Background: an optimization exercise with open tools, aiming at small area. Do not read the settings as production practice. At most, simulation tests tie the RTL to the original design; equivalence was not proved. Only the layout flow was run in runs 4 and 5; the RTL was not checked for function there. Power and IR drop assume default switching activity.

File: design.v
`timescale 1ns/10ps
`default_nettype none
package sm_data_pkg;
    typedef logic [32-1:0] word_t;
    typedef logic [$clog2(32+1)-1:0] shcnt_t;
    typedef logic [5-1:0] pc_t;
endpackage
`default_nettype wire
`timescale 1ns/10ps
`default_nettype none
package sm_isa_pkg;
    typedef enum logic [15-13:0] {
        OP_JMP       = 3'd0,
        OP_WAIT      = 3'd1,
        OP_IN        = 3'd2,
        OP_OUT       = 3'd3,
        OP_PUSH_PULL = 3'd4,
        OP_MOV       = 3'd5,
        OP_IRQ       = 3'd6,
        OP_SET       = 3'd7
    } opcode_e;
    typedef enum logic [7-5:0] {
        COND_ALWAYS        = 3'd0,
        COND_X_ZERO        = 3'd1,
        COND_X_DEC         = 3'd2,
        COND_Y_ZERO        = 3'd3,
        COND_Y_DEC         = 3'd4,
        COND_X_NE_Y        = 3'd5,
        COND_PIN           = 3'd6,
        COND_OSR_NOT_EMPTY = 3'd7
    } jmp_cond_e;
    typedef enum logic [7-5:0] {
        MOV_PINS = 3'd0,
        MOV_X    = 3'd1,
        MOV_Y    = 3'd2,
        MOV_NULL = 3'd3,
        MOV_EXEC = 3'd4,
        MOV_PC   = 3'd5,
        MOV_ISR  = 3'd6,
        MOV_OSR  = 3'd7
    } mov_opnd_e;
    typedef enum logic [7-5:0] {
        OUT_X    = 3'd1,
        OUT_Y    = 3'd2,
        OUT_NULL = 3'd3
    } out_dest_e;
    typedef struct packed {
        opcode_e                             op;
        logic [13-7-2:0]   delay;
        logic [7-5:0]    dst;
        logic [4-0:0]  operand;
    } instr_t;
endpackage
`default_nettype wire
`timescale 1ns/10ps
`default_nettype none
module sm_top (
    input  logic               clk,
    input  logic               rst,
    input  sm_isa_pkg::instr_t instruction,
    output sm_data_pkg::pc_t   pc,
    input  logic               shift_dir,
    input  sm_data_pkg::word_t tx_data,
    input  logic               tx_valid,
    output logic               tx_ready,
    output sm_data_pkg::word_t rx_data,
    output logic               rx_valid,
    input  logic               rx_ready
);
    logic [2:0]  op;
    logic [2:0]  dst;
    logic [4:0]  opnd;
    assign op   = instruction[15:13];
    assign dst  = instruction[7:5];
    assign opnd = instruction[4:0];
    logic [31:0] x, y, osr;
    logic        x_valid, y_valid, osr_valid;
    logic [5:0]  cnt;
    logic [31:0] mem [4];
    logic [1:0]  rd_ptr, wr_ptr;
    logic [2:0]  count;
    assign rx_data  = x & {32{x_valid}};
    assign tx_ready = !count[2];
    assign rx_valid = (op == 3'd4) && !dst[2];
    logic fifo_empty;
    assign fifo_empty = (count == 3'd0);
    logic is_jmp, is_out, is_pull, is_mov, is_set;
    assign is_jmp  = (op == 3'd0);
    assign is_out  = (op == 3'd3) && !dst[2] && (dst[1:0] != 2'd0);
    assign is_pull = (op == 3'd4) && dst[2];
    assign is_mov  = (op == 3'd5);
    assign is_set  = (op == 3'd7);
    logic src_ok;
    assign src_ok = (opnd[2:0] == 3'd1) || (opnd[2:0] == 3'd2) ||
                    (opnd[2:0] == 3'd3) || (opnd[2:0] == 3'd7);
    logic bx, by, bo, br;
    always_comb begin
        bx = 1'b0;
        by = 1'b0;
        bo = 1'b0;
        br = 1'b0;
        if (is_jmp) begin
            bx = ((dst == 3'd1) || (dst == 3'd2) || (dst == 3'd5)) && x_valid;
            by = ((dst == 3'd3) || (dst == 3'd4) || (dst == 3'd5)) && y_valid;
        end else if (is_mov) begin
            bx = (opnd[2:0] == 3'd1) && x_valid;
            by = (opnd[2:0] == 3'd2) && y_valid;
            bo = (opnd[2:0] == 3'd7) && osr_valid;
        end else if (is_pull) begin
            bx = x_valid;
        end else if (is_out) begin
            bo = shift_dir && osr_valid;
            br = !shift_dir && osr_valid;
        end
    end
    logic pop, stall, push;
    assign pop   = is_pull && !fifo_empty;
    assign stall = (op == 3'd4) && dst[0] && (dst[2] ? fifo_empty : !rx_ready);
    assign push  = tx_valid && !count[2];
    logic o_b;
    assign o_b = (is_pull && fifo_empty && !dst[0]) || (is_mov && src_ok && dst == 3'd7);
    logic load;
    assign load = pop || o_b;
    logic [4:0] ramt;
    logic [5:0] nfield;
    assign ramt   = is_out ? (shift_dir ? (5'd0 - opnd) : opnd) : 5'd0;
    assign nfield = is_out ? {(opnd == 5'd0) || !osr_valid, opnd} : {load || !osr_valid, 5'd0};
    logic [31:0] b, nb0, zlow, rot, lowmask, keep;
    logic        b_zero;
    sm_zpre u_zpre (.en(is_jmp), .nb(nb0), .zlow(zlow), .zero(b_zero));
    logic [31:0] r1, r2, r3, r4;
    sm_rstage #(.K(1),  .INV(1)) u_r0 (.a(osr), .s(ramt[0]), .y(r1));
    sm_rstage #(.K(2),  .INV(1)) u_r1 (.a(r1),  .s(ramt[1]), .y(r2));
    sm_rstage #(.K(4),  .INV(1)) u_r2 (.a(r2),  .s(ramt[2]), .y(r3));
    sm_rstage #(.K(8),  .INV(1)) u_r3 (.a(r3),  .s(ramt[3]), .y(r4));
    sm_rstage #(.K(16), .INV(0)) u_r4 (.a(r4),  .s(ramt[4]), .y(rot));
    sm_therm u_therm (.n(nfield), .lt(lowmask));
    sm_keep  u_keep  (.lowmask(lowmask), .dir(shift_dir), .keep(keep));
    logic x_ne_y;
    sm_neq u_neq (.a(x), .b(y), .ne(x_ne_y));
    logic [5:0] cnt_sum;
    logic [5:0] cnt_sat;
    assign cnt_sum = {1'b0, cnt[4:0]} + {1'b0, opnd};
    assign cnt_sat = {cnt[5] || cnt_sum[5] || (opnd == 5'd0), cnt_sum[4:0]};
    logic take_jump;
    always_comb begin
        case (dst)
            3'd0: take_jump = 1'b1;
            3'd1: take_jump = b_zero;
            3'd2: take_jump = !b_zero;
            3'd3: take_jump = b_zero;
            3'd4: take_jump = !b_zero;
            3'd5: take_jump = (x_valid && y_valid) ? x_ne_y : !b_zero;
            3'd6: take_jump = 1'b0;
            default: take_jump = !cnt[5];
        endcase
    end
    logic [4:0] pc_next;
    assign pc_next = stall ? pc : ((is_jmp && take_jump) ? opnd : pc + 5'd1);
    logic w_set;
    assign w_set = is_set;
    logic wx, wy;
    assign wx = (is_jmp && dst == 3'd2) || ((is_out || is_set) && dst == 3'd1) ||
                (is_mov && src_ok && dst == 3'd1);
    assign wy = (is_jmp && dst == 3'd4) || ((is_out || is_set) && dst == 3'd2) ||
                (is_mov && src_ok && dst == 3'd2);
    logic [3:0] rsel;
    always_comb begin
        for (int k = 0; k < 4; k++) rsel[k] = pop && (rd_ptr == 2'(k));
    end
    logic [31:0] w, osr_next;
    for (genvar i = 0; i < 32; i++) begin : g_bit
        sm_bsel u_bsel (
            .x(x[i]), .y(y[i]), .osr(osr[i]), .rot(rot[i]),
            .bx(bx), .by(by), .bo(bo), .br(br), .nb0(nb0[i]), .b(b[i])
        );
        if (i < 5) begin : g_low
            sm_wsel_imm u_wsel (
                .b(b[i]), .zlow(zlow[i]), .lm(lowmask[i]), .imm(opnd[i]),
                .full(!is_out), .w_set(w_set), .w(w[i])
            );
        end else begin : g_high
            sm_wsel u_wsel (
                .b(b[i]), .zlow(zlow[i]), .lm(lowmask[i]), .full(!is_out), .w(w[i])
            );
        end
        sm_omux u_omux (
            .e0(mem[0][i]), .e1(mem[1][i]), .e2(mem[2][i]), .e3(mem[3][i]), .rsel(rsel),
            .b(b[i]), .o_b(o_b), .rot(rot[i]), .keep(keep[i]), .y(osr_next[i])
        );
    end
    always_ff @(posedge clk or posedge rst) begin
        if (rst) begin
            pc  <= '0;
            x_valid   <= 1'b0;
            y_valid   <= 1'b0;
            osr_valid <= 1'b0;
            cnt <= 6'd32;
        end else begin
            pc  <= pc_next;
            if (wx) x_valid <= 1'b1;
            if (wy) y_valid <= 1'b1;
            osr_valid <= 1'b1;
            if (load)        cnt <= 6'd0;
            else if (is_out) cnt <= cnt_sat;
        end
    end
    always_ff @(posedge clk) begin
        osr <= osr_next;
        if (wx) x <= w;
        if (wy) y <= w;
    end
    assign wr_ptr = rd_ptr + count[1:0];
    always_ff @(posedge clk) begin
        if (push) begin
            mem[wr_ptr] <= tx_data;
        end
    end
    always_ff @(posedge clk or posedge rst) begin
        if (rst) begin
            rd_ptr <= '0;
            count  <= '0;
        end else begin
            if (pop)  rd_ptr <= rd_ptr + 2'd1;
            case ({push, pop})
                2'b10:   count <= count + 3'd1;
                2'b01:   count <= count - 3'd1;
                default: count <= count;
            endcase
        end
    end
endmodule
module sm_bsel (
    input  logic x,
    input  logic y,
    input  logic osr,
    input  logic rot,
    input  logic bx,
    input  logic by,
    input  logic bo,
    input  logic br,
    output logic nb0,
    output logic b
);
    assign nb0 = ~((bx & x) | (by & y) | (bo & osr));
    assign b   = ~nb0 | (br & rot);
endmodule
module sm_zpre (
    input  logic        en,
    input  logic [31:0] nb,
    output logic [31:0] zlow,
    output logic        zero
);
    logic [31:0] b;
    assign b = ~nb;
    logic [8:0] gz;
    assign gz[0] = en;
    for (genvar g = 0; g < 8; g++) begin : g_grp
        assign gz[g+1]      = gz[g] & ~|b[4*g+3:4*g];
        assign zlow[4*g]    = gz[g];
        assign zlow[4*g+1]  = gz[g] & ~b[4*g];
        assign zlow[4*g+2]  = gz[g] & ~|b[4*g+1:4*g];
        assign zlow[4*g+3]  = gz[g] & ~|b[4*g+2:4*g];
    end
    assign zero = gz[8];
endmodule
module sm_rstage #(
    parameter int K   = 1,
    parameter int INV = 1
) (
    input  logic [31:0] a,
    input  logic        s,
    output logic [31:0] y
);
    logic [31:0] r;
    assign r = {a[31-K:0], a[31:32-K]};
    for (genvar i = 0; i < 32; i++) begin : g_bit
        assign y[i] = (INV != 0) ^ (s ? r[i] : a[i]);
    end
endmodule
module sm_therm (
    input  logic [5:0]  n,
    output logic [31:0] lt
);
    logic [1:0]  l1;
    logic [3:0]  l2;
    logic [7:0]  l3;
    logic [15:0] l4;
    logic        n54;
    assign l1  = {1'b0, n[0]};
    assign n54 = n[5] | n[4];
    for (genvar j = 0; j < 2; j++) begin : g_l2
        assign l2[j]   = n[1] | l1[j];
        assign l2[j+2] = n[1] & l1[j];
    end
    for (genvar j = 0; j < 4; j++) begin : g_l3
        assign l3[j]   = n[2] | l2[j];
        assign l3[j+4] = n[2] & l2[j];
    end
    for (genvar j = 0; j < 8; j++) begin : g_l4
        assign l4[j]   = n[3] | l3[j];
        assign l4[j+8] = n[3] & l3[j];
    end
    for (genvar j = 0; j < 16; j++) begin : g_l5
        assign lt[j]    = n54 | l4[j];
        assign lt[j+16] = n[5] | (n[4] & l4[j]);
    end
endmodule
module sm_keep (
    input  logic [31:0] lowmask,
    input  logic        dir,
    output logic [31:0] keep
);
    for (genvar i = 0; i < 32; i++) begin : g_bit
        assign keep[i] = ~(dir ? lowmask[31-i] : lowmask[i]);
    end
endmodule
module sm_neq (
    input  logic [31:0] a,
    input  logic [31:0] b,
    output logic        ne
);
    assign ne = (a != b);
endmodule
module sm_wsel (
    input  logic b,
    input  logic zlow,
    input  logic lm,
    input  logic full,
    output logic w
);
    assign w = (b & (lm | full)) ^ zlow;
endmodule
module sm_wsel_imm (
    input  logic b,
    input  logic zlow,
    input  logic lm,
    input  logic full,
    input  logic imm,
    input  logic w_set,
    output logic w
);
    assign w = ((b & (lm | full)) ^ zlow) | (w_set & imm);
endmodule
module sm_omux (
    input  logic       e0,
    input  logic       e1,
    input  logic       e2,
    input  logic       e3,
    input  logic [3:0] rsel,
    input  logic       b,
    input  logic       o_b,
    input  logic       rot,
    input  logic       keep,
    output logic       y
);
    assign y = (rsel[0] & e0) | (rsel[1] & e1) | (rsel[2] & e2) | (rsel[3] & e3) |
               (o_b & b) | (rot & keep);
endmodule
`default_nettype wire
File: flow/run.sh
#!/bin/bash
# The standard layout, with two changes: the port buffers are the
# smallest buffer cell, and clock tree synthesis uses small clock buffers in
# small clusters and adds no dummy loads.
set -euo pipefail
export BUFFER_PORTS_ARGS="-buffer_cell sky130_fd_sc_hd__buf_1"
export CTS_ARGS="-sink_clustering_enable -repair_clock_nets -dont_use_dummy_load -buf_list {sky130_fd_sc_hd__clkbuf_4} -sink_clustering_size 8 -sink_clustering_max_diameter 40"
bash standard.sh > standard.log 2>&1
File: standard.sh
#!/bin/bash
# synth_recipe.tcl (not shown) runs the flow's synth.tcl, then flattens the netlist and writes it again
# the make line also repeats each setting of config.mk as NAME=value (left out here)
make -C /OpenROAD-flow-scripts/flow DESIGN_CONFIG=/design/flow/config.mk WORK_HOME=/design/flow/orfs CLKGATE_MAP_FILE= SYNTH_SCRIPT=/design/flow/synth_recipe.tcl "${@:-finish}"
File: config.mk
export PLATFORM = sky130hd
export DESIGN_NAME = sm_top
export DESIGN_NICKNAME = sm_top
export VERILOG_FILES = /design/flow/design.v
export SDC_FILE = /design/flow/constraint.sdc
export NUM_CORES = 4
export LEC_CHECK = 0
export CAP_MARGIN = 20
export CORE_MARGIN = 2
export CORE_UTILIZATION = 40
export PLACE_DENSITY = 0.92
export SLEW_MARGIN = 20
export SYNTH_HIERARCHICAL = 1
File: constraint.sdc
create_clock -name core_clock -period 5.0 [get_ports {clk}]
set_input_delay 1.0000 -clock core_clock [delete_from_list [all_inputs] [get_ports {clk}]]
set_output_delay 1.0000 -clock core_clock [all_outputs]
set_load 0.01 [all_outputs]
==> results of run 1 <==
==> cell type report <==
class	instances	area, sq um
antenna	1	2.50
clock buffer	40	300
fill	3109	19200
inverter	35	131
multi-input combinational	828	6570
sequential	243	6880
tap	455	569
timing repair buffer	151	845
==> Yosys stat by module (local to each module, per instance), excerpt <==
module       cells  cell area [sq um]  times used
sm_bsel          3               17.5          32
sm_keep         36                377           1
sm_neq          43                347           1
sm_omux          4               27.5          32
sm_therm        64                370           1
sm_top         461               8360           1
sm_wsel          2               17.5          27
sm_wsel_imm      4               31.3           5
sm_zpre         72                399           1
==> metrics by stage <==
stage | setup TNS (ns) | std cells
after floorplan | 0 | 1154
after global placement | 0 | 1711
after detailed placement | -0.00213 | 1711
after CTS | 0 | 1751
after global routing | 0 | 1753
final | 0 | 1753
==> kinds of logic after synthesis <==
family | after synthesis | share of synthesized area (%)
DFF | 243 | 49.3
adders and majority gates | 20 | 1.89
muxes | 205 | 15.8
buffers and inverters | 83 | 4.51
and+or+nand+nor | 296 | 10.9
other | 1 | 0.0268
AOI/OAI and AO/OA | 236 | 13.3
xor gates and xnor gates | 70 | 4.39
==> registers in the layout, indices dropped and copies added (netlist names) <==
signal / cells
y_valid: 1
y: 32
x: 32
mem: 128
count: 3
x_valid: 1
cnt: 6
osr: 32
osr_valid: 1
rd_ptr: 2
pc: 5
==> report_power, final <==
part	leakage (uW)	switching (uW)	internal, uW
sequential	0.00224	204	2570
clock	0.000184	625	367
combinational	0.00289	818	475
total	0.00531	1650	3410
==> worst max-delay path: cells and delay by family <==
kind                       cells  cell delay [ns]
and+or+nand+nor                4             1.36
AOI/OAI and AO/OA              4             1.04
buffers and inverters          3             0.57
adders and majority gates      2             0.54
muxes                          2             0.32
==> layer usage <==
metal	GRT usage (%)	part of all wire [%]
met1	28.1	41
met2	33.4	46
met3	4.48	9.4
met4	8.38	3.9
met5	0	0
==> placed cells by master, fill, tap and decap left out, types with 18 or more instances in the layout <==
cell type | synthesis | layout
a22oi_1 | 97 | 97
nor2_1 | 27 | 19
clkbuf_4 | 0 | 40
mux2_4 | 30 | 30
buf_4 | 6 | 63
edfxtp_1 | 192 | 192
nand3_1 | 46 | 46
dfxtp_1 | 32 | 32
nand2_1 | 106 | 106
o21ai_2 | 32 | 32
xnor2_1 | 68 | 68
buf_1 | 0 | 85
mux2i_1 | 172 | 172
a222oi_1 | 32 | 32
inv_1 | 32 | 32
dfrtp_1 | 18 | 18
and2_1 | 42 | 42
==> path summary, 6_finish.rpt <==
kind                            depth (start not counted)                 end
min in group asynchronous                               2  cnt[3]$_DFFE_PP0P_
worst min-delay path                                    2     osr[14]$_DFF_P_
worst min register to register                          2     osr[14]$_DFF_P_
max in group asynchronous                               2   pc[4]$_DFFE_PP0N_
worst max-delay path                                   15   pc[3]$_DFFE_PP0N_
worst max register to register                         13   pc[3]$_DFFE_PP0N_
==> summary.md, run 1 <==
| Metric | Value |
|---|---|
| Status | timing/DRC/antenna clean |
| Synth cell types | 73 |
| Synth top area share | about two fifths |
| DP Wirelength | around 29 mm |
| CTS tree | yes |
| Postcts setup bufs | 0 |
| Initial core utilization | 40.6% |
| Top cells by count, synth | 192 x edfxtp_1, 172 x mux2i_1, 106 x nand2_1, 97 x a22oi_1, 68 x xnor2_1 |
| Hold slack | between 0.4 and 0.5 ns |
| Final core occ | around 44% |
| CTS Buffer Depth | 3 |
| Hold_sp | mem[1][14]$_DFFE_PP_ |
| Post-synth ARST share | 7.82% |
| Crit path largest cell delay | approximately 0.65 ns |
| RD Place Congestion | between 1 and 1.5 |
| Cell Chain, Critical Path | buf_1, inv_1, ha_1, nand2_1, a31oi_2, buf_4, a222oi_1, nand4_2, or4_1, nor3_1, maj3_2, mux2i_2, o21ai_4, mux2i_1, a2bb2oi_1 |
| Fin crit share | about nine tenths |
| Fmax | roughly 0.23 GHz |
| Clock sinks | 243 |
| Layout area overhead | 9.50% |
| Total gr overflow | 0 |
| Layout cell share with drive strength beyond 1 | approximately 16% |
| Syn Std Cell Area | 14000 sq um |
| Post-CTS sizing | 0 |
| Number of global-route vias before repair | 10200 |
| Fin area | around 15000 sq um |
| Hold Path Class | reg2reg |
| GRT Overall Usage | between 20% and 30% |
| Die area | 36400 sq um |
| Worst reg2reg path startpoint | x_valid$_DFFE_PP0P_ |
| Port Buf Inserts | 86 |
| Synthesized area per cell | approximately 12 sq um |
| Total power | between 5000 and 6000 uW |
| Mapped Cells | ~1200 |
| Peak VDD IR | approximately 0.15 mV |
| Htree depth | 2 |
| TritonRoute pass-1 iters | 6 |
| Maximum Capacitance Violations | 0 |
| CTS Buf Count | 40 |
| FF+latch count, synth | ~240 |
| PwrDens | 331 nW/um^2 |
| Net Count, Synth | about 1200 |
| Vias | around 11000 |
| Routed Antenna Nets | 0 |
| Synth area leaders | edfxtp_1 41%, mux2i_1 12%, a22oi_1 5.2% |
| Starting DRT DRC Count | 1388 |
| Leak Pwr | 0.00531 uW |
| CORE AREA | about 34000 sq um |
| Worst slew margin | ~28% |
| Main synth FF type | edfxtp_1 |
| I/O Pins | roughly 90 |
| Final Hold Viols | 0 |
| Die X-Extent | around 190 um |
| Worst-Margin Slew | about 1.1 ns |
| Initial antenna violation count | 1 |
| Largest net degree at the start of global routing | 42 |
| FF-to-FF setup slack | just under 1 ns |
| Max FO, Critical Path | 25 |
| Critical path capture point type | flip-flop |
| Cell taking the most area after synthesis | edfxtp_1 |
| Register area share after synthesis | about half |
| CP startpoint kind | input port |
| Nets@finish | around 1400 |
| Drt drc | 0 |
| Synth Warn # | 7 |
| FP Rows | around 70 |
| Clk root buf | clkbuf_4 |
| Hold buffer count at cts | 0 |
| Dpl ws | -0.00213 ns |
| Number of enable flip-flop cells after synthesis | approximately 190 |
| Crit path max-delay cell type | or4_1 |
| Per-cell routed wire length | roughly 22 um |
| Req. time, crit path | around 5.4 ns |
| Worst EP arrival | a little under 5 ns |
| DR vias/cell | ~6 |
| Chip height | around 190 um |
| Slew Limit Fails | 0 |
| Min setup slack post-route | ~0.57 ns |
| CP Launch Point | instruction[1] |
| Cell with the most instances after synthesis | edfxtp_1 |
| Unrepaired setup endpoints after global routing | false |
| DP Area | between 10000 and 15000 sq um |
| First-pass GRT wire length | 59.0 mm |
| Worst-Skew Late Latency | approximately 0.65 ns |
| Crit path kind | in2reg |
| Clock Skew | roughly 0.085 ns |
| DRT Wirelength | a little under 40 mm |
| Fin crit period | 4.43 ns |
| Clk pin slew, worst setup/hold paths | about 0.09 ns |
| # setup viols final | 0 |
==> run 2: changes to the inputs <==
--- a/config.mk
+++ b/config.mk
@@ -10,3 +10,3 @@
 export CORE_UTILIZATION = 40
-export PLACE_DENSITY = 0.92
+export PLACE_DENSITY = 0.8
 export SLEW_MARGIN = 20
==> summary.md, run 2 <==
| Metric | Value |
|---|---|
| Max FFs per register | 128 (unchanged) |
| Most common cell after layout, fill and taps aside | edfxtp_1 |
| Clock Skew | 0.0540 ns (-0.0313 ns) |
| Worst-Margin Slew | 1.09 ns (+0.00830 ns) |
| Register area share after synthesis | 49.3% (unchanged) |
| Req. time, crit path | 5.48 ns (+0.04 ns) |
| Number of global-route vias before repair | 9887 (-3.4%) |
| DP Wirelength | 28.7 mm (-2.4%) |
| Maximum Capacitance Violations | 0 (unchanged) |
| Reg with most FFs | mem |
| Post-synth ARST share | 7.82% (unchanged) |
| Fmax | 0.223 GHz (-1.1%) |
| Clk pwr share | 19.3% (-0.3 points) |
| Synth Warn # | 7 (unchanged) |
| Critical path capture point type | flip-flop |
| Htree depth | 2 (unchanged) |
| Layout cell share with drive strength beyond 1 | 15.9% (-0.32 points) |
| Chip height | 191 um (unchanged) |
| Fin crit share | 89.6% (+1.0 points) |
| Clk root buf | clkbuf_4 |
| Die area | 36400 sq um (unchanged) |
| Postcts setup bufs | 0 (unchanged) |
| RD Place Congestion | 0.992 (-0.91%) |
| Most frequent cells in the layout | 192 x edfxtp_1, 172 x mux2i_1, 106 x nand2_1 |
| Routed Antenna Nets | 0 (unchanged) |
| Internal | 3390 uW (-0.61%) |
| Synthesized area per cell | 12.1 sq um (unchanged) |
| PwrDens | 327 nW/um^2 (-1.0%) |
| Unrepaired setup endpoints after global routing | false |
| Fin crit period | 4.48 ns (+0.0511 ns) |
| Net Count, Synth | 1226 (unchanged) |
| Status | timing/DRC/antenna clean |
| Cell taking the most area after synthesis | edfxtp_1 |
| Clk pin slew, worst setup/hold paths | 0.08 ns (about the same) |
| Switching power | 1610 uW (-2.5%) |
| Final Hold Viols | 0 (unchanged) |
| Slew Limit Fails | 0 (unchanged) |
| Crit path kind | in2reg |
| Sw frac | 32.2% (-0.41 points) |
| Vias | 10200 (-3.7%) |
| Synth top area share | 41.3% (unchanged) |
| Hold buffer count at cts | 0 (unchanged) |
| Synth cell types | 73 (unchanged) |
| Peak VDD IR | 0.128 mV (-16%) |
| Per-cell routed wire length | 21.7 um (-2.9%) |
| Comb power frac | 25.5% (about the same) |
| Fill count | 3128 (+0.61%) |
| Number of enable flip-flop cells after synthesis | 192 (unchanged) |
| FP Rows | 68 (unchanged) |
| Final non-filler cell total | 1748 (-0.29%) |
| Clock sinks | 243 (unchanged) |
| CTS Buffer Depth | 3 (unchanged) |
| Total gr overflow | 0 (unchanged) |
| Port Buf Inserts | 86 (unchanged) |
| Drt drc | 0 (unchanged) |
| DRT Wirelength | 37.9 mm (-3.2%) |
| FF+latch count, synth | 243 (unchanged) |
| Max FO, Critical Path | 32 (+28%) |
| Buf+Inv Stages, Crit Path | 4 (+1) |
| Cell Chain, Critical Path | buf_1, inv_1, ha_1, nand2_1, a31oi_2, buf_4, a222oi_1, nand4_2, or4_1, nor3_1, buf_4, maj3_2, mux2i_2, o21ai_4, mux2i_1, a2bb2oi_1 |
| Crit path largest cell delay | 0.66 ns (about the same) |
| CTS Buf Count | 38 (-5.0%) |
| Hold Path Class | in2async |
| Initial antenna violation count | 1 (unchanged) |
| Dpl ws | -0.0614 ns (-0.0593 ns) |
| Die X-Extent | 191 um (unchanged) |
| Most used cell, CP | buf_4 |
| I/O Pins | 92 (unchanged) |
| Largest net degree at the start of global routing | 38 (-9.5%) |
| Worst EP arrival | 4.96 ns (+0.09 ns) |
| Initial core utilization | 40.6% (unchanged) |
| TritonRoute pass-1 iters | 7 (+1) |
| Starting DRT DRC Count | 1357 (-2.2%) |
| Nets@finish | 1366 (-0.36%) |
| Placed cell count | 1708 (-0.18%) |
| Crit path max-delay cell type | or4_1 |
| DP Area | 14900 sq um (-0.15%) |
| CORE AREA | 34500 sq um (unchanged) |
| Syn Std Cell Area | 14000 sq um (unchanged) |
| Min setup slack post-route | 0.522 ns (-0.0511 ns) |
| GRT Overall Usage | 20.8% (-0.27 points) |
| Synth area leaders | edfxtp_1 41%, mux2i_1 12%, a22oi_1 5.2% |
| Main synth FF type | edfxtp_1 |
| Leak Pwr | 0.00530 uW (-0.23%) |
| CTS tree | yes |
| # setup viols final | 0 (unchanged) |
| Top cells by count, synth | 192 x edfxtp_1, 172 x mux2i_1, 106 x nand2_1, 97 x a22oi_1, 68 x xnor2_1 |
| Worst-Skew Late Latency | 0.64 ns (about the same) |
| CP startpoint kind | input port |
| DR vias/cell | 5.81 (-3.4%) |
| Worst slew margin | 27.5% (-0.48 points) |
| First-pass GRT wire length | 58.1 mm (-1.5%) |
| Post-CTS sizing | 0 (unchanged) |
| Fin area | 15300 sq um (-0.18%) |
| Mapped Cells | 1154 (unchanged) |
| Layout area overhead | 9.30% |
| Delay-heaviest family, CP | simple AND/OR/NAND/NOR gates |
| Cell with the most instances after synthesis | edfxtp_1 |
| Sequential Power Share | 55.2% (+0.4 points) |
[run 2: cell counts after synthesis]
Identical to the previous run, type by type.
[run 2: final cells by class]
class	count	area (sq um)	share of cell area, %
multi-input cells	828	6580	43.1
diodes	1	2.50	0.0164
inverters	35	131	0.860
well taps	455	569	3.73
clock buffers	38	285	1.87
flip-flops and latches	243	6880	45.1
repair buffers	148	822	5.38
[run 2: path summary, 6_finish.rpt]
check                                 endpoint  depth (start not counted)                start  slack [ns]
max                          pc[3]$_DFFE_PP0N_                         16       instruction[1]        0.52
min                         cnt[2]$_DFFE_PP0P_                          2                  rst        0.47
max reg2reg                  pc[3]$_DFFE_PP0N_                         14  x_valid$_DFFE_PP0P_        1.04
min reg2reg                     osr[7]$_DFF_P_                          2  mem[1][7]$_DFFE_PP_        0.47
max in group asynchronous  osr_valid$_DFF_PP0_                          2                  rst        4.05
min in group core_clock         osr[7]$_DFF_P_                          2  mem[1][7]$_DFFE_PP_        0.47
[run 2: power by group through the flow]
stage               logic [uW]  clock network, uW  registers, uW
floorplan                  859                  0           2740
global placement          1220                  0           2780
detailed placement        1260                  0           2800
CTS                       1270                996           2750
global route              1390               1070           2790
finish                    1270                964           2760
[run 2: layer usage]
layer  up-vias  track usage, %  share of wire (%)
li1       4710               -                  -
met1      4885            29.0                 42
met2       483            32.1                 45
met3        83            3.89                9.2
met4         0            7.81                3.7
met5         -               0                  0
[run 2: cell families after synthesis]
group	synth area share, %
fa+ha+maj	1.89
other cells	0.0268
mux	15.8
buf+inv	4.51
compound gates	13.3
simple gates	10.9
flops	49.3
xor+xnor	4.39
[run 2: per-module statistics from Yosys, one instance, submodules excluded, a selection]
module	copies in the design	area, sq um	flip-flops and latches
sm_top	1	8360	243
sm_zpre	1	399	0
sm_keep	1	377	0
sm_therm	1	370	0
sm_neq	1	347	0
sm_wsel_imm	5	31.3	0
sm_omux	32	27.5	0
sm_bsel	32	17.5	0
sm_wsel	27	17.5	0
[run 2: stage by stage]
stage / TNS (ns) / hold WS (ns) / util, % / power [uW]
2_1_floorplan: 0 / 0.451 / - / 3600
3_3_place_gp: 0 / 0.459 / 43.4 / 4000
3_5_place_dp: -0.112 / 0.462 / 43.4 / 4050
4_1_cts: 0 / 0.449 / 44.2 / 5010
5_1_grt: 0 / 0.494 / 44.3 / 5240
6_report: 0 / 0.468 / 44.3 / 5000
[run 2: worst reg2reg max path: cells and delay by family, from the launching register on]
| kind | cells | cell delay (ns) |
|---|---|---|
| flops | 1 | 0.37 |
| fa+ha+maj | 1 | 0.20 |
| simple gates | 3 | 1.10 |
| compound gates | 4 | 1.06 |
| mux | 2 | 0.34 |
| buf+inv | 4 | 0.76 |
==> run 3: changes to the inputs <==
==> flow/run.sh (replaced) <==
#!/bin/bash
# The standard layout, with two changes: the port buffers are the
# smallest buffer cell, and clock tree synthesis uses small clock buffers in
# small clusters and adds no dummy loads.
set -euo pipefail
export BUFFER_PORTS_ARGS="-buffer_cell sky130_fd_sc_hd__buf_1"
export CTS_ARGS="-sink_clustering_enable -repair_clock_nets -dont_use_dummy_load -buf_list {sky130_fd_sc_hd__clkbuf_4} -sink_clustering_size 10 -sink_clustering_max_diameter 40"
bash standard.sh > standard.log 2>&1
==> summary.md, run 3 <==
| Metric | Value |
|---|---|
| Global route hottest layer | met2 |
| Fin crit share | 88.4% (-1.2 points) |
| Synth Warn # | 7 (unchanged) |
| Most common cell after layout, fill and taps aside | edfxtp_1 |
| Net Count, Synth | 1226 (unchanged) |
| Synth cell types | 73 (unchanged) |
| Post-synthesis simple-gate area fraction | 10.9% (unchanged) |
| Layout area overhead | 8.93% |
| Clk root buf | clkbuf_4 |
| Main synth FF type | edfxtp_1 |
| Chip height | 191 um (unchanged) |
| Register area share after synthesis | 49.3% (unchanged) |
| DP Area | 14900 sq um (unchanged) |
| Drt drc | 0 (unchanged) |
| Fill count | 3136 (+0.26%) |
| Initial antenna violation count | 1 (unchanged) |
| Max FFs per register | 128 (unchanged) |
| # setup viols final | 0 (unchanged) |
| Met3 usage | 3.27% (-0.62 points) |
| Hold buffer count at cts | 0 (unchanged) |
| Leak Pwr | 0.00526 uW (-0.61%) |
| Number of global-route vias before repair | 9829 (-0.59%) |
| Worst slew margin | 29.2% (+1.8 points) |
| Setup tns final | 0 ns (unchanged) |
| GR Util met2 | 32.3% (+0.14 points) |
| Worst Reg-to-Reg Cells | 14 (unchanged) |
| DR vias/cell | 5.81 (about the same) |
| Most frequent cells in the layout | 192 x edfxtp_1, 172 x mux2i_1, 106 x nand2_1 |
| PwrDens | 322 nW/um^2 (-1.5%) |
| Largest net degree at the start of global routing | 38 (unchanged) |
| Largest family of logic cells by synthesized area | multiplexers |
| Vias | 10100 (-0.47%) |
| CORE AREA | 34500 sq um (unchanged) |
| Synthesized area per cell | 12.1 sq um (unchanged) |
| Layout cell share with drive strength beyond 1 | 15.4% (-0.46 points) |
| Unrepaired setup endpoints after global routing | false |
| Postcts setup bufs | 0 (unchanged) |
| Adder-cell area share of the yosys netlist | 1.89% (unchanged) |
| Port Buf Inserts | 86 (unchanged) |
| Cell with the most instances after synthesis | edfxtp_1 |
| Initial core utilization | 40.6% (unchanged) |
| TritonRoute pass-1 iters | 6 (-1) |
| DRT Wirelength | 37.7 mm (-0.46%) |
| Final Hold Viols | 0 (unchanged) |
| Syn Std Cell Area | 14000 sq um (unchanged) |
| Post-synthesis xor/xnor area fraction | 4.39% (unchanged) |
| Fmax | 0.226 GHz (+1.4%) |
| Clock Skew | 0.0557 ns (+0.00166 ns) |
| Placed cell count | 1708 (unchanged) |
| Fin crit period | 4.42 ns (-0.0599 ns) |
| CTS tree | yes |
| Post-CTS sizing | 0 (unchanged) |
| Clk pin slew, worst setup/hold paths | 0.10 ns (+0.02 ns) |
| DP Wirelength | 28.7 mm (unchanged) |
| Req. time, crit path | 5.56 ns (+0.08 ns) |
| Mapped Cells | 1154 (unchanged) |
| Compound-Gate Fraction of Synth Area | 13.3% (unchanged) |
| Total gr overflow | 0 (unchanged) |
| Cell taking the most area after synthesis | edfxtp_1 |
| Synth area leaders | edfxtp_1 41%, mux2i_1 12%, a22oi_1 5.2% |
| Worst EP arrival | 4.98 ns (+0.02 ns) |
| Reg with most FFs | mem |
| CP startpoint kind | input port |
| Final core occ | 44.2% (-0.15 points) |
| Hold Path Class | in2async |
| Starting DRT DRC Count | 1265 (-6.8%) |
| Final non-filler cell total | 1741 (-0.40%) |
| Maximum Capacitance Violations | 0 (unchanged) |
| Worst-Skew Late Latency | 0.71 ns (+0.07 ns) |
| FP Rows | 68 (unchanged) |
| Die X-Extent | 191 um (unchanged) |
| Critical path capture point type | flip-flop |
| Nets@finish | 1359 (-0.51%) |
| Max FO, Critical Path | 32 (unchanged) |
| Routed Antenna Nets | 0 (unchanged) |
| Post-synth ARST share | 7.82% (unchanged) |
| Fin area | 15200 sq um (-0.34%) |
| Multiplexer share of the synthesized area | 15.8% (unchanged) |
| FF+latch count, synth | 243 (unchanged) |
| Storage element area | 6880 sq um (unchanged) |
| Clock sinks | 243 (unchanged) |
| Multi-input logic area | 6580 sq um (unchanged) |
| GRT Overall Usage | 20.6% (-0.24 points) |
| Slew Limit Fails | 0 (unchanged) |
| Per-cell routed wire length | 21.7 um (about the same) |
| Status | timing/DRC/antenna clean |
| CTS Buffer Depth | 3 (unchanged) |
| Synth top area share | 41.3% (unchanged) |
| First-pass GRT wire length | 57.7 mm (-0.66%) |
| RD Place Congestion | 0.992 (unchanged) |
| I/O Pins | 92 (unchanged) |
| M1 GR Usage | 28.9% (-0.13 points) |
| Die area | 36400 sq um (unchanged) |
| Top cells by count, synth | 192 x edfxtp_1, 172 x mux2i_1, 106 x nand2_1, 97 x a22oi_1, 68 x xnor2_1 |
| Crit path kind | in2reg |
| Htree depth | 1 (-1) |
| CTS Buf Count | 31 (-18%) |
| Worst-Margin Slew | 1.06 ns (-0.0263 ns) |
| Peak VDD IR | 0.155 mV (+21%) |
| Number of enable flip-flop cells after synthesis | 192 (unchanged) |
[run 3: cell type report]
| cell class | instances | area share, % |
|---|---|---|
| Inverter | 35 | 0.863 |
| Clock buffer | 31 | 1.53 |
| Tap cell | 455 | 3.74 |
| Antenna cell | 1 | 0.0164 |
| Multi-Input combinational cell | 828 | 43.2 |
| Timing Repair Buffer | 148 | 5.40 |
| Sequential cell | 243 | 45.2 |
[run 3: worst max-delay path, stage by stage]
cell,delay (ns)
buf_1,0.34
inv_1,0.12
ha_1,0.23
nand2_1,0.09
a31oi_2,0.10
buf_4,0.26
a222oi_1,0.57
nand4_2,0.20
or4_1,0.67
nor3_1,0.24
buf_4,0.17
maj3_2,0.20
mux2i_2,0.08
o21ai_4,0.34
mux2i_1,0.26
a2bb2oi_1,0.09
[run 3: Yosys stat by module (local to each module, per instance), a selection]
module | copies in the design | cells inside | cell area [sq um]
sm_zpre | 1 | 72 | 399
sm_wsel_imm | 5 | 4 | 31.3
sm_bsel | 32 | 3 | 17.5
sm_neq | 1 | 43 | 347
sm_omux | 32 | 4 | 27.5
sm_keep | 1 | 36 | 377
[run 3: cells by family after synthesis]
family	count (synthesis)
simple gates	296
compound gates	236
xor+xnor	70
buf+inv	83
fa+ha+maj	20
mux	205
other cells	1
flops	243
[run 3: report_power, final]
group | total, uW | leakage, uW | switching, uW | internal, uW
combinational | 1280 | 0.00288 | 801 | 474
clock | 874 | 0.000143 | 592 | 282
sequential | 2760 | 0.00224 | 192 | 2570
[run 3: metal layers]
layer	routed length, um	vias up
li1	-	4684
met1	16000	4908
met2	17300	450
met3	3160	71
met4	1250	0
met5	0	-
[run 3: stage by stage]
stage               setup slack [ns]  total power [uW]  hold slack [ns]
floorplan                     0.0169              3600            0.451
global placement               0.204              4000            0.459
detailed placement           -0.0614              4050            0.462
CTS                            0.664              4920            0.357
global route                   0.405              5140            0.429
finish                         0.582              4910            0.379
[run 3: worst paths after layout]
check / startpoint / to / slack (ns)
max: instruction[1] / pc[3]$_DFFE_PP0N_ / 0.58
min: rst / cnt[2]$_DFFE_PP0P_ / 0.38
max reg2reg: x_valid$_DFFE_PP0P_ / pc[3]$_DFFE_PP0N_ / 1.03
min reg2reg: mem[1][1]$_DFFE_PP_ / osr[1]$_DFF_P_ / 0.45
max in group asynchronous: rst / osr_valid$_DFF_PP0_ / 4.12
min in group core_clock: mem[1][1]$_DFFE_PP_ / osr[1]$_DFF_P_ / 0.45
==> run 4: changes to the inputs <==
--- a/design.v
+++ b/design.v
@@ -77,3 +77,6 @@
     logic        x_valid, y_valid, osr_valid;
+    logic        cnt_empty;
+    logic [4:0]  cnt_lo;
     logic [5:0]  cnt;
+    assign cnt = {cnt_empty, cnt_lo};
     logic [31:0] mem [4];
@@ -197,3 +200,3 @@
             osr_valid <= 1'b0;
-            cnt <= 6'd32;
+            cnt_empty <= 1'b1;
         end else begin
@@ -203,4 +206,4 @@
             osr_valid <= 1'b1;
-            if (load)        cnt <= 6'd0;
-            else if (is_out) cnt <= cnt_sat;
+            if (load)        cnt_empty <= 1'b0;
+            else if (is_out) cnt_empty <= cnt_sat[5];
         end
@@ -209,2 +212,4 @@
         osr <= osr_next;
+        if (load)        cnt_lo <= 5'd0;
+        else if (is_out) cnt_lo <= cnt_sat[4:0];
         if (wx) x <= w;
==> flow/run.sh (replaced) <==
#!/bin/bash
# The standard layout, with two changes: the port buffers are the
# smallest buffer cell, and clock tree synthesis uses small clock buffers in
# small clusters and adds no dummy loads.
set -euo pipefail
export BUFFER_PORTS_ARGS="-buffer_cell sky130_fd_sc_hd__buf_1"
export CTS_ARGS="-sink_clustering_enable -repair_clock_nets -dont_use_dummy_load -buf_list {sky130_fd_sc_hd__clkbuf_4} -sink_clustering_size 8 -sink_clustering_max_diameter 40"
bash standard.sh > standard.log 2>&1
==> summary.md, run 4 <==
| Metric | Value |
|---|---|
| Peak VDD IR | 0.172 mV (+11%) |
| Storage element area | 6860 sq um (-0.36%) |
| Hold slack | 0.371 ns (-0.00788 ns) |
| Fin crit share | 87.8% (-0.61 points) |
| Post-synth ARST share | 5.76% (-2.1 points) |
| DP Area | 15000 sq um (+0.48%) |
| CTS Buffer Depth | 3 (unchanged) |
| Htree depth | 2 (+1) |
| CORE AREA | 34400 sq um (-0.25%) |
| Unrepaired setup endpoints after global routing | false |
| Fin crit period | 4.39 ns (-0.0306 ns) |
| Clock Skew | 0.0600 ns (+0.00432 ns) |
| Port Buf Inserts | 86 (unchanged) |
| Final Hold Viols | 0 (unchanged) |
| Sw frac | 32.6% (+0.33 points) |
| FP Rows | 68 (unchanged) |
| Clk root buf | clkbuf_4 |
| Most common cell after layout, fill and taps aside | edfxtp_1 |
| Reg with most FFs | mem |
| Syn Std Cell Area | 13900 sq um (-0.50%) |
| Per-cell routed wire length | 22.3 um (+3.1%) |
| Number of enable flip-flop cells after synthesis | 192 (unchanged) |
| Max FO, Critical Path | 25 (-22%) |
| Worst Reg-to-Reg Cells | 13 (-1) |
| Top cells by count, synth | 192 x edfxtp_1, 173 x mux2i_1, 106 x nand2_1, 100 x a22oi_1, 68 x xnor2_1 |
| CTS tree | yes |
| Layout area overhead | 10.5% |
| Nets@finish | 1385 (+1.9%) |
| Sequential Power Share | 54.6% (-1.6 points) |
| Cell taking the most area after synthesis | edfxtp_1 |
| FF-to-FF setup slack | 1.17 ns (+0.14 ns) |
| First-pass GRT wire length | 59.9 mm (+3.8%) |
| Worst-Skew Late Latency | 0.68 ns (-0.03 ns) |
| PwrDens | 330 nW/um^2 (+2.3%) |
| Comb power frac | 25.9% (about the same) |
| Drt drc | 0 (unchanged) |
| Die area | 36300 sq um (-0.49%) |
| Critical path capture point type | flip-flop |
| Hold Path Class | in2async |
| DRT Wirelength | 39.5 mm (+4.6%) |
| Max FFs per register | 128 (unchanged) |
| Cell with the most instances after synthesis | edfxtp_1 |
| Multi-input logic area | 6520 sq um (-0.97%) |
| TritonRoute pass-1 iters | 6 (unchanged) |
| Leak Pwr | 0.00531 uW (+0.92%) |
| Main synth FF type | edfxtp_1 |
| Worst slew margin | 26.8% (-2.4 points) |
| # setup viols final | 0 (unchanged) |
| Hold buffer count at cts | 0 (unchanged) |
| Postcts setup bufs | 0 (unchanged) |
| Synth Warn # | 7 (unchanged) |
| Initial antenna violation count | 1 (unchanged) |
| Crit path kind | in2reg |
| Switching power | 1650 uW (+4.3%) |
| Mapped Cells | 1158 (+0.35%) |
| Die X-Extent | 190 um (-0.25%) |
| Register area share after synthesis | 49.3% (+0.068 points) |
| Slew Limit Fails | 0 (unchanged) |
| Clk pwr share | 19.5% (+1.7 points) |
| Total gr overflow | 0 (unchanged) |
| Worst EP arrival | 4.88 ns (-0.10 ns) |
| Fin area | 15400 sq um (+0.93%) |
| Clock sinks | 243 (unchanged) |
| Starting DRT DRC Count | 1344 (+6.2%) |
| Initial core utilization | 40.4% (-0.10 points) |
| Post-CTS sizing | 0 (unchanged) |
| Worst reg2reg path startpoint | osr_valid$_DFF_PP0_ |
| GRT Overall Usage | 21.7% (+1.1 points) |
| Most frequent cells in the layout | 192 x edfxtp_1, 173 x mux2i_1, 106 x nand2_1 |
| Number of global-route vias before repair | 10100 (+3.0%) |
| Status | timing/DRC/antenna clean |
| Clk pin slew, worst setup/hold paths | 0.09 ns (about the same) |
| Fmax | 0.228 GHz (+0.70%) |
| Routed Antenna Nets | 0 (unchanged) |
| Chip height | 190 um (-0.25%) |
| DP Wirelength | 29.7 mm (+3.5%) |
| CP startpoint kind | input port |
| Internal | 3410 uW (+2.8%) |
| Req. time, crit path | 5.49 ns (-0.07 ns) |
| FF+latch count, synth | 243 (unchanged) |
| Synthesized area per cell | 12.0 sq um (-0.85%) |
| Worst-Margin Slew | 1.09 ns (+0.0314 ns) |
| CTS Buf Count | 38 (+23%) |
| Synth top area share | 41.5% (+0.21 points) |
| Layout cell share with drive strength beyond 1 | 16.4% (+0.99 points) |
| Synth area leaders | edfxtp_1 41%, mux2i_1 12%, a22oi_1 5.4% |
| End of the worst register-to-register path | pc[3]$_DFFE_PP0N_ |
| I/O Pins | 92 (unchanged) |
| Synth cell types | 63 (-14%) |
| Fill count | 3197 (+1.9%) |
| Net Count, Synth | 1230 (+0.33%) |
| Setup tns final | 0 ns (unchanged) |
| DR vias/cell | 5.92 (+1.8%) |
| Maximum Capacitance Violations | 0 (unchanged) |
| RD Place Congestion | 0.998 (+0.58%) |
| Vias | 10500 (+3.4%) |
| Largest net degree at the start of global routing | 42 (+11%) |
==> run 4: cell count changes after synthesis, moves of 3 or more <==
cell / previous run / this run
dfrtp_1: 18 / 13
nor2_1: 27 / 32
o21ai_0: 5 / 10
inv_1: 32 / 36
a22oi_1: 97 / 100
dfxtp_1: 32 / 37
a2bb2oi_1: 3 / 0
==> run 4: final cells by class <==
cell class / instances / share of cell area, %
Antenna cell: 1 / 0.0163
Multi-Input combinational cell: 830 / 42.4
Clock buffer: 38 / 1.86
Sequential cell: 243 / 44.6
Timing Repair Buffer: 163 / 6.46
Tap cell: 455 / 3.71
Inverter: 37 / 0.904
==> run 4: worst max-delay path by stage <==
stage	start	end	slack [ns]
global route	instruction[0]	pc[3]$_DFFE_PP0N_	0.34
global placement	instruction[14]	pc[3]$_DFFE_PP0N_	0.19
detailed placement	instruction[14]	pc[2]$_DFFE_PP0N_	-0.02
CTS	instruction[14]	pc[3]$_DFFE_PP0N_	0.70
floorplan	instruction[6]	pc[2]$_DFFE_PP0N_	0.01
finish	instruction[14]	pc[3]$_DFFE_PP0N_	0.61
==> run 4: critical path, cell delays in order <==
cell,delay (ns)
buf_1,0.12
nor3_2,0.40
nand2b_1,0.21
nor2_2,0.20
buf_4,0.24
a222oi_1,0.49
inv_1,0.16
or4_1,0.58
nor3_1,0.30
buf_4,0.18
mux2i_1,0.07
mux2_2,0.29
a21oi_4,0.29
mux2i_1,0.22
a22oi_1,0.10
==> run 4: per-module statistics from Yosys (local to each module, per instance), excerpt <==
module | times used | flops+latches
sm_zpre | 1 | 0
sm_keep | 1 | 0
sm_therm | 1 | 0
sm_bsel | 32 | 0
sm_neq | 1 | 0
sm_top | 1 | 243
sm_wsel_imm | 5 | 0
sm_wsel | 27 | 0
==> run 4: kinds of logic after synthesis <==
group	synth area share (%)
flops	49.3
mux	15.9
compound gates	13.0
simple gates	10.9
buf+inv	4.54
other cells	0.0270
xor+xnor	4.41
fa+ha+maj	1.90
==> run 4: metal layers <==
metal | share of wire [%] | track usage [%] | routed length [um] | up-vias
met1 | 43 | 29.7 | 16800 | 5076
li1 | - | - | - | 4753
met5 | 0 | 0 | 0 | -
met2 | 46 | 34.5 | 18100 | 552
met4 | 2.8 | 7.27 | 1110 | 0
met3 | 8.8 | 4.21 | 3470 | 72
==> run 4: stage by stage <==
step	setup WS [ns]	utilization (%)	std cells	power, uW
after global placement	0.186	43.7	1726	4040
final	0.612	44.7	1767	5070
after CTS	0.701	44.5	1764	5070
after floorplan	0.0122	-	1158	3620
after detailed placement	-0.0160	43.7	1726	4100
after global routing	0.340	44.7	1767	5320
==> run 4: power by group through the flow <==
| stage | Combinational [uW] | Sequential (uW) | Clock (uW) |
|---|---|---|---|
| 2_1_floorplan | 865 | 2760 | 0 |
| 3_3_place_gp | 1250 | 2790 | 0 |
| 3_5_place_dp | 1290 | 2810 | 0 |
| 4_1_cts | 1300 | 2760 | 1010 |
| 5_1_grt | 1430 | 2800 | 1090 |
| 6_report | 1310 | 2770 | 986 |
==> run 5: changes to the inputs <==
--- a/config.mk
+++ b/config.mk
@@ -10,2 +10,3 @@
 export CORE_UTILIZATION = 40
+export GPL_ROUTABILITY_DRIVEN = 0
 export PLACE_DENSITY = 0.8
==> summary.md, run 5 <==
| Metric | Value |
|---|---|
| Status | timing/DRC/antenna clean |
| Starting DRT DRC Count | 1428 (+6.3%) |
| Postcts setup bufs | 0 (unchanged) |
| Clock Skew | 0.0790 ns (+0.0190 ns) |
| Final Hold Viols | 0 (unchanged) |
| Cell taking the most area after synthesis | edfxtp_1 |
| Maximum Capacitance Violations | 0 (unchanged) |
| Reg with most FFs | mem |
| Clk root buf | clkbuf_4 |
| Most common cell after layout, fill and taps aside | edfxtp_1 |
| Fin crit period | 4.39 ns (-0.000202 ns) |
| Total gr overflow | 0 (unchanged) |
| GR Util met2 | 33.2% (-1.3 points) |
| Hold Path Class | in2async |
| Register area share after synthesis | 49.3% (unchanged) |
| Max FO, Critical Path | 32 (+28%) |
| Synth top area share | 41.5% (unchanged) |
| Cell Chain, Critical Path | buf_1, buf_4, nor3b_1, o21ai_0, a31oi_2, buf_12, a222oi_1, nand4_2, or4_1, nor3_1, buf_4, mux2i_1, mux2_2, a21oi_4, mux2i_1, a22oi_1 |
| Worst reg2reg path startpoint | osr_valid$_DFF_PP0_ |
| CP Launch Point | instruction[7] |
| Initial core utilization | 40.4% (unchanged) |
| Syn Std Cell Area | 13900 sq um (unchanged) |
| Synthesized area per cell | 12.0 sq um (unchanged) |
| Min setup slack post-route | 0.613 ns (+0.000202 ns) |
| Net Count, Synth | 1230 (unchanged) |
| Routed Antenna Nets | 0 (unchanged) |
| Die area | 36300 sq um (unchanged) |
| Unrepaired setup endpoints after global routing | false |
| CORE AREA | 34400 sq um (unchanged) |
| Vias | 10600 (+1.1%) |
| Die X-Extent | 190 um (unchanged) |
| DRT Wirelength | 39.0 mm (-1.1%) |
| Number of enable flip-flop cells after synthesis | 192 (unchanged) |
| Dpl ws | 0.0288 ns (+0.0448 ns) |
| Chip height | 190 um (unchanged) |
| Post-synth ARST share | 5.76% (unchanged) |
| Placed cell count | 1725 (-0.058%) |
| Most frequent cells in the layout | 192 x edfxtp_1, 173 x mux2i_1, 106 x nand2_1 |
| Nets@finish | 1384 (-0.072%) |
| Synth area leaders | edfxtp_1 41%, mux2i_1 12%, a22oi_1 5.4% |
| Clock sinks | 243 (unchanged) |
| CP startpoint kind | input port |
| Req. time, crit path | 5.48 ns (about the same) |
| Mapped Cells | 1158 (unchanged) |
| Port Buf Inserts | 86 (unchanged) |
| Worst EP arrival | 4.87 ns (about the same) |
| Per-cell routed wire length | 22.1 um (-1.0%) |
| Worst-Margin Slew | 1.08 ns (-0.0101 ns) |
| Crit path largest cell delay | 0.65 ns (+0.07 ns) |
| DR vias/cell | 5.99 (+1.2%) |
| Worst-Skew Late Latency | 0.69 ns (about the same) |
| TritonRoute pass-1 iters | 6 (unchanged) |
| Top cells by count, synth | 192 x edfxtp_1, 173 x mux2i_1, 106 x nand2_1, 100 x a22oi_1, 68 x xnor2_1 |
| I/O Pins | 92 (unchanged) |
| Delay-heaviest family, CP | compound AO/OA/AOI/OAI gates |
| Fin crit share | 87.7% (about the same) |
| Peak VDD IR | 0.169 mV (-1.7%) |
| Setup tns final | 0 ns (unchanged) |
| CTS tree | yes |
| Crit path kind | in2reg |
| FP Rows | 68 (unchanged) |
| Fmax | 0.228 GHz (about the same) |
| Drt drc | 0 (unchanged) |
| CTS Buf Count | 38 (unchanged) |
| Cell with the most instances after synthesis | edfxtp_1 |
| CTS Buffer Depth | 3 (unchanged) |
| DP Wirelength | 29.0 mm (-2.3%) |
| Layout area overhead | 10.3% |
| Synth Warn # | 7 (unchanged) |
| Critical path capture point type | flip-flop |
| Met3 usage | 3.81% (-0.40 points) |
| Buf+Inv Stages, Crit Path | 4 (unchanged) |
| Largest net degree at the start of global routing | 38 (-9.5%) |
| Slew Limit Fails | 0 (unchanged) |
| GRT Overall Usage | 21.1% (-0.59 points) |
| Clk pin slew, worst setup/hold paths | 0.08 ns (about the same) |
| Final core occ | 44.6% (-0.095 points) |
| Post-CTS sizing | 0 (unchanged) |
| Hold buffer count at cts | 0 (unchanged) |
| # setup viols final | 0 (unchanged) |
| Max FFs per register | 128 (unchanged) |
| FF+latch count, synth | 243 (unchanged) |
| Crit path max-delay cell type | or4_1 |
| Htree depth | 2 (unchanged) |
| Synth cell types | 63 (unchanged) |
| Main synth FF type | edfxtp_1 |
| Final non-filler cell total | 1766 (-0.057%) |
| Leak Pwr | 0.00530 uW (-0.18%) |
| PwrDens | 331 nW/um^2 (+0.41%) |
| Global route hottest layer | met2 |
| Worst slew margin | 27.5% (+0.68 points) |
| First-pass GRT wire length | 58.7 mm (-2.1%) |
| Layout cell share with drive strength beyond 1 | 16.3% (-0.064 points) |
| Number of global-route vias before repair | 10000 (-0.79%) |
| M1 GR Usage | 28.6% (-1.2 points) |
| Initial antenna violation count | 1 (unchanged) |
| FF-to-FF setup slack | 1.20 ns (+0.03 ns) |
## run 5: cells by family after synthesis
| family | synth area share (%) |
|---|---|
| adder cells (fa/ha/maj) | 1.90 |
| flip-flops | 49.3 |
| AND/OR/NAND/NOR | 10.9 |
| other | 0.0270 |
| buffers and inverters | 4.54 |
| XOR/XNOR | 4.41 |
| AO/OA/AOI/OAI | 13.0 |
| multiplexers | 15.9 |
## run 5: per-module statistics from Yosys (local to each module, per instance), excerpt
| module | cells | area (sq um) |
|---|---|---|
| sm_neq | 43 | 347 |
| sm_omux | 4 | 27.5 |
| sm_top | 465 | 8290 |
| sm_wsel_imm | 4 | 31.3 |
| sm_bsel | 3 | 17.5 |
| sm_wsel | 2 | 17.5 |
| sm_zpre | 72 | 399 |
| sm_keep | 36 | 377 |
| sm_therm | 64 | 370 |
## run 5: worst reg2reg max path: cells and delay by family (launching register included)
family	cells	cell delay (ns)
simple gates	5	1.48
buf+inv	1	0.19
flops	1	0.41
compound gates	3	0.95
mux	3	0.60
## run 5: final timing paths
path / to / cells after the start
worst max register to register: pc[4]$_DFFE_PP0N_ / 12
worst min-delay path: osr_valid$_DFF_PP0_ / 2
min in group core_clock: osr[14]$_DFF_P_ / 2
worst min register to register: osr[14]$_DFF_P_ / 2
max in group asynchronous: pc[3]$_DFFE_PP0N_ / 2
worst max-delay path: pc[4]$_DFFE_PP0N_ / 16
## run 5: final cells by class
class | instances | area [sq um]
diodes | 1 | 2.50
clock buffers | 38 | 285
fillers | 3151 | 19000
inverters | 37 | 139
multi-input cells | 830 | 6520
flip-flops and latches | 243 | 6860
well taps | 455 | 569
repair buffers | 162 | 960
## run 5: per-stage QoR
step,hold WS (ns),area (sq um),total power (uW)
2_1_floorplan,0.436,13900,3620
3_3_place_gp,0.444,15000,4030
3_5_place_dp,0.451,15000,4100
4_1_cts,0.386,15300,5070
5_1_grt,0.422,15300,5290
6_report,0.385,15300,5080
## run 5: power breakdown
part	switching, uW	internal [uW]
clock	641	350
sequential	196	2580
combinational	828	482
## run 5: per-layer routing
layer / wire length (um) / share of wire [%]
met3: 3820 / 9.8
met5: 0 / 0
met2: 17700 / 45
met4: 1750 / 4.5
met1: 15700 / 40
==> run 6: changes to the inputs <==
--- a/design.v
+++ b/design.v
@@ -105,4 +105,4 @@
         if (is_jmp) begin
-            bx = ((dst == 3'd1) || (dst == 3'd2) || (dst == 3'd5)) && x_valid;
-            by = ((dst == 3'd3) || (dst == 3'd4) || (dst == 3'd5)) && y_valid;
+            bx = (dst == 3'd2) && x_valid;
+            by = (dst == 3'd4) && y_valid;
         end else if (is_mov) begin
@@ -131,4 +131,3 @@
     logic [31:0] b, nb0, zlow, rot, lowmask, keep;
-    logic        b_zero;
-    sm_zpre u_zpre (.en(is_jmp), .nb(nb0), .zlow(zlow), .zero(b_zero));
+    sm_zpre u_zpre (.en(is_jmp), .nb(nb0), .zlow(zlow));
     logic [31:0] r1, r2, r3, r4;
@@ -141,2 +140,5 @@
     sm_keep  u_keep  (.lowmask(lowmask), .dir(shift_dir), .keep(keep));
+    logic x_zero, y_zero;
+    assign x_zero = !x_valid || (x == '0);
+    assign y_zero = !y_valid || (y == '0);
     logic x_ne_y;
@@ -151,7 +153,7 @@
             3'd0: take_jump = 1'b1;
-            3'd1: take_jump = b_zero;
-            3'd2: take_jump = !b_zero;
-            3'd3: take_jump = b_zero;
-            3'd4: take_jump = !b_zero;
-            3'd5: take_jump = (x_valid && y_valid) ? x_ne_y : !b_zero;
+            3'd1: take_jump = x_zero;
+            3'd2: take_jump = !x_zero;
+            3'd3: take_jump = y_zero;
+            3'd4: take_jump = !y_zero;
+            3'd5: take_jump = (x_valid && y_valid) ? x_ne_y : (x_valid ? !x_zero : !y_zero);
             3'd6: take_jump = 1'b0;
@@ -255,4 +257,3 @@
     input  logic [31:0] nb,
-    output logic [31:0] zlow,
-    output logic        zero
+    output logic [31:0] zlow
 );
@@ -269,3 +270,2 @@
     end
-    assign zero = gz[8];
 endmodule
--- a/config.mk
+++ b/config.mk
@@ -10,4 +10,3 @@
 export CORE_UTILIZATION = 40
-export GPL_ROUTABILITY_DRIVEN = 0
-export PLACE_DENSITY = 0.8
+export PLACE_DENSITY = 0.7
 export SLEW_MARGIN = 20
==> summary.md, run 6 <==
| Metric | Value |
|---|---|
| CTS tree | yes |
| Routed Antenna Nets | 0 (unchanged) |
| Crit path max-delay cell type | a222oi_1 |
| Die X-Extent | 192 um (+0.61%) |
| Internal | 3410 uW (-0.13%) |
| Worst EP arrival | 4.48 ns (-0.39 ns) |
| CORE AREA | 34600 sq um (+0.74%) |
| Final core occ | 43.9% (-0.69 points) |
| Fill count | 3219 (+2.2%) |
| End of the worst register-to-register path | y[26]$_DFFE_PP_ |
| Vias | 10500 (-0.89%) |
| Layout area overhead | 8.00% |
| Worst slew margin | 26.1% (-1.4 points) |
| Initial antenna violation count | 1 (unchanged) |
| Port Buf Inserts | 86 (unchanged) |
| Fin crit share | 82.3% (-5.5 points) |
| Clock Skew | 0.0811 ns (+0.00212 ns) |
| Register area share after synthesis | 48.7% (-0.61 points) |
| Synth top area share | 41.0% (-0.51 points) |
| Crit path largest cell delay | 0.66 ns (about the same) |
| Syn Std Cell Area | 14100 sq um (+1.3%) |
| Cell with the most instances after synthesis | edfxtp_1 |
| Hold Path Class | in2async |
| Clk pin slew, worst setup/hold paths | 0.09 ns (about the same) |
| Setup tns final | 0 ns (unchanged) |
| Cell taking the most area after synthesis | edfxtp_1 |
| Number of enable flip-flop cells after synthesis | 192 (unchanged) |
| Maximum Capacitance Violations | 0 (unchanged) |
| Drt drc | 0 (unchanged) |
| Cell Chain, Critical Path | buf_1, or3_2, nor2_1, nand2_1, o22ai_1, and2_1, buf_4, a222oi_1, nand2_1, or4_1, buf_4, nor3_1, xnor2_1 |
| First-pass GRT wire length | 61.0 mm (+3.9%) |
| Per-cell routed wire length | 22.9 um (+3.8%) |
| Worst reg2reg path startpoint | x_valid$_DFFE_PP0P_ |
| TritonRoute pass-1 iters | 11 (+5) |
| Fin crit period | 4.11 ns (-0.273 ns) |
| Max FO, Critical Path | 21 (-34%) |
| Total gr overflow | 0 (unchanged) |
| Chip height | 192 um (+0.61%) |
| FP Rows | 68 (unchanged) |
| Crit path kind | in2reg |
| RD Place Congestion | 0.964 |
| PwrDens | 330 nW/um^2 (-0.25%) |
| Reg with most FFs | mem |
| Hold buffer count at cts | 0 (unchanged) |
| DRT Wirelength | 40.4 mm (+3.6%) |
| Largest net degree at the start of global routing | 42 (+11%) |
| CTS Buffer Depth | 3 (unchanged) |
| # setup viols final | 0 (unchanged) |
| Slew Limit Fails | 0 (unchanged) |
| Worst Reg-to-Reg Cells | 8 (-4) |
| Layout cell share with drive strength beyond 1 | 14.2% (-2.2 points) |
| GRT Overall Usage | 21.9% (+0.79 points) |
| Postcts setup bufs | 0 (unchanged) |
| I/O Pins | 92 (unchanged) |
| Synth Warn # | 7 (unchanged) |
| Starting DRT DRC Count | 1296 (-9.2%) |
| Max FFs per register | 128 (unchanged) |
| Die area | 36700 sq um (+1.2%) |
| Most frequent cells in the layout | 192 x edfxtp_1, 170 x mux2i_1, 105 x nand2_1 |
| Sequential Power Share | 55.2% (+0.5 points) |
| Clk root buf | clkbuf_4 |
| Req. time, crit path | 5.36 ns (-0.12 ns) |
| Final Hold Viols | 0 (unchanged) |
| DR vias/cell | 5.95 (-0.66%) |
| Worst-Skew Late Latency | 0.66 ns (-0.03 ns) |
| Peak VDD IR | 0.183 mV (+8.3%) |
| Most common cell after layout, fill and taps aside | edfxtp_1 |
| Post-synth ARST share | 5.76% (unchanged) |
| Switching power | 1610 uW (-3.0%) |
| Clk pwr share | 20.4% (+0.9 points) |
| CP startpoint kind | input port |
| Unrepaired setup endpoints after global routing | false |
| Comb power frac | 24.3% (-1.5 points) |
| Fmax | 0.243 GHz (+6.6%) |
| Initial core utilization | 40.7% (+0.20 points) |
| Htree depth | 2 (unchanged) |
| Critical path capture point type | flip-flop |
| Clock sinks | 243 (unchanged) |
| Mapped Cells | 1184 (+2.2%) |
| Nets@finish | 1380 (-0.29%) |
| Sw frac | 32.1% (-0.64 points) |
| Top cells by count, synth | 192 x edfxtp_1, 170 x mux2i_1, 105 x nand2_1, 96 x a22oi_1, 67 x xnor2_1 |
| Synth cell types | 68 (+7.9%) |
| DP Wirelength | 30.4 mm (+4.8%) |
| Number of global-route vias before repair | 10100 (+0.76%) |
| Status | timing/DRC/antenna clean |
| Main synth FF type | edfxtp_1 |
| FF-to-FF setup slack | 1.14 ns (-0.06 ns) |
| Net Count, Synth | 1256 (+2.1%) |
| Synthesized area per cell | 11.9 sq um (-0.97%) |
| Synth area leaders | edfxtp_1 41%, mux2i_1 12%, dfxtp_1 5.3% |
| FF+latch count, synth | 243 (unchanged) |
| Post-CTS sizing | 0 (unchanged) |
| Worst-Margin Slew | 1.11 ns (+0.0259 ns) |
| Leak Pwr | 0.00520 uW (-2.0%) |
| CTS Buf Count | 42 (+11%) |
==> run 6: cell count changes in the layout (fill, tap and decap cells not counted), moves of 3 or more <==
cell      change
buf_4        -32
nor4_1       +20
nand4_1       +7
inv_1         -5
nor2_1        +5
a22oi_1       -4
clkbuf_4      +4
nand3_1       +4
nor2b_1       +4
mux2i_1       -3
nor4_2        -3
xor2_1        +3
==> run 6: cell type report <==
cell class | instances | area (sq um) | area share (%)
Clock buffer | 42 | 315 | 2.07
Timing Repair Buffer | 130 | 704 | 4.63
Multi-Input combinational cell | 858 | 6630 | 43.6
Antenna cell | 1 | 2.50 | 0.0165
Tap cell | 455 | 569 | 3.74
Sequential cell | 243 | 6860 | 45.1
Inverter | 33 | 124 | 0.815
==> run 6: modules after synthesis (local to each module, per instance), excerpt <==
module	copies in the design	flip-flops and latches	area [sq um]	cells inside
sm_neq	1	0	347	43
sm_zpre	1	0	347	68
sm_wsel_imm	5	0	31.3	4
sm_top	1	243	8520	495
sm_wsel	27	0	17.5	2
sm_omux	32	0	27.5	4
sm_therm	1	0	370	64
sm_keep	1	0	377	36
sm_bsel	32	0	17.5	3
==> run 6: kinds of logic (layout without fill, tap and decap cells) <==
logic type | count (synthesis) | in the layout | synth area share (%)
AOI/OAI and AO/OA | 229 | 229 | 12.6
other | 1 | 2 | 0.0266
muxes | 202 | 202 | 15.4
buffers and inverters | 83 | 205 | 4.78
xor gates and xnor gates | 72 | 72 | 4.48
DFF | 243 | 243 | 48.7
adders and majority gates | 19 | 19 | 1.80
and+or+nand+nor | 335 | 335 | 12.1
==> run 6: power by group through the flow <==
| stage | Clock (uW) | Combinational (uW) | Sequential [uW] |
|---|---|---|---|
| floorplan | 0 | 859 | 2740 |
| global placement | 0 | 1170 | 2800 |
| detailed placement | 0 | 1210 | 2810 |
| CTS | 1060 | 1220 | 2770 |
| global route | 1150 | 1340 | 2800 |
| finish | 1030 | 1220 | 2770 |
==> run 6: routing by layer <==
metal / global-route usage, % / vias up / part of all wire (%)
li1: - / 4807 / -
met3: 4.20 / 73 / 8.7
met5: 0 / - / 0
met2: 34.3 / 507 / 45
met1: 30.9 / 5092 / 44
met4: 6.21 / 0 / 2.5
==> run 6: how the worst max path moves through the flow <==
| stage | startpoint | end | cells after the start |
|---|---|---|---|
| 4_1_cts | instruction[5] | y[26]$_DFFE_PP_ | 12 |
| 3_5_place_dp | instruction[1] | y[31]$_DFFE_PP_ | 12 |
| 5_1_grt | instruction[5] | y[16]$_DFFE_PP_ | 12 |
| 2_1_floorplan | instruction[15] | x[7]$_DFFE_PP_ | 11 |
| 6_report | instruction[13] | y[26]$_DFFE_PP_ | 13 |
| 3_3_place_gp | instruction[1] | x[31]$_DFFE_PP_ | 12 |
==> run 6: worst max-delay path: cells and delay by family <==
family / cells / cell delay, ns
xor gates and xnor gates: 1 / 0.14
AOI/OAI and AO/OA: 2 / 0.75
and+or+nand+nor: 7 / 1.80
buffers and inverters: 3 / 0.76
==> run 6: per-stage QoR <==
step                      cells  hold slack [ns]  cell area, sq um  total power [uW]  worst slack, ns
after floorplan            1184            0.436             14100              3600           0.0447
after global placement     1719            0.449             14900              3980            0.352
after detailed placement   1719            0.450             14900              4030            0.328
after CTS                  1761            0.371             15200              5050             1.01
after global routing       1762            0.396             15200              5280            0.662
final                      1762            0.362             15200              5020            0.886

[port drivers added, routing unchanged]
No port has a modelled driver above. Below, the same layouts with a new extraction and two added sets of constraints.
Step 1 assumes that a clkbuf_16 drives the clock port and a buf_2 every other input.
Step 2 moves the port delays by t, midway between the first and last clock arrival at a register: inputs arrive t later, outputs are due t later. That takes back most of the time a late clock gives input paths.
a / b / c = ideal / step 1 / step 2; a / b = the first two.
run	t, ns	setup slack, ns	worst setup path at the end	worst register clock-pin slew, ns
run 1	0.654	0.573 / 0.595 / -0.060	input to register	0.10 / 0.10
run 2	0.658	0.522 / 0.545 / -0.113	input to register	0.10 / 0.10
run 3	0.721	0.582 / 0.600 / -0.121	input to register	0.12 / 0.12
run 4	0.689	0.612 / 0.627 / -0.062	input to register	0.11 / 0.11
run 5	0.688	0.613 / 0.637 / -0.051	input to register	0.10 / 0.10
run 6	0.667	0.886 / 0.891 / 0.223	input to register	0.09 / 0.09
With both steps, setup timing fails in 5 of these runs, where it was met with ideal ports. The setup slack of run 3, which loses most, moves by +0.018 ns with the drivers and by -0.703 ns with both steps.
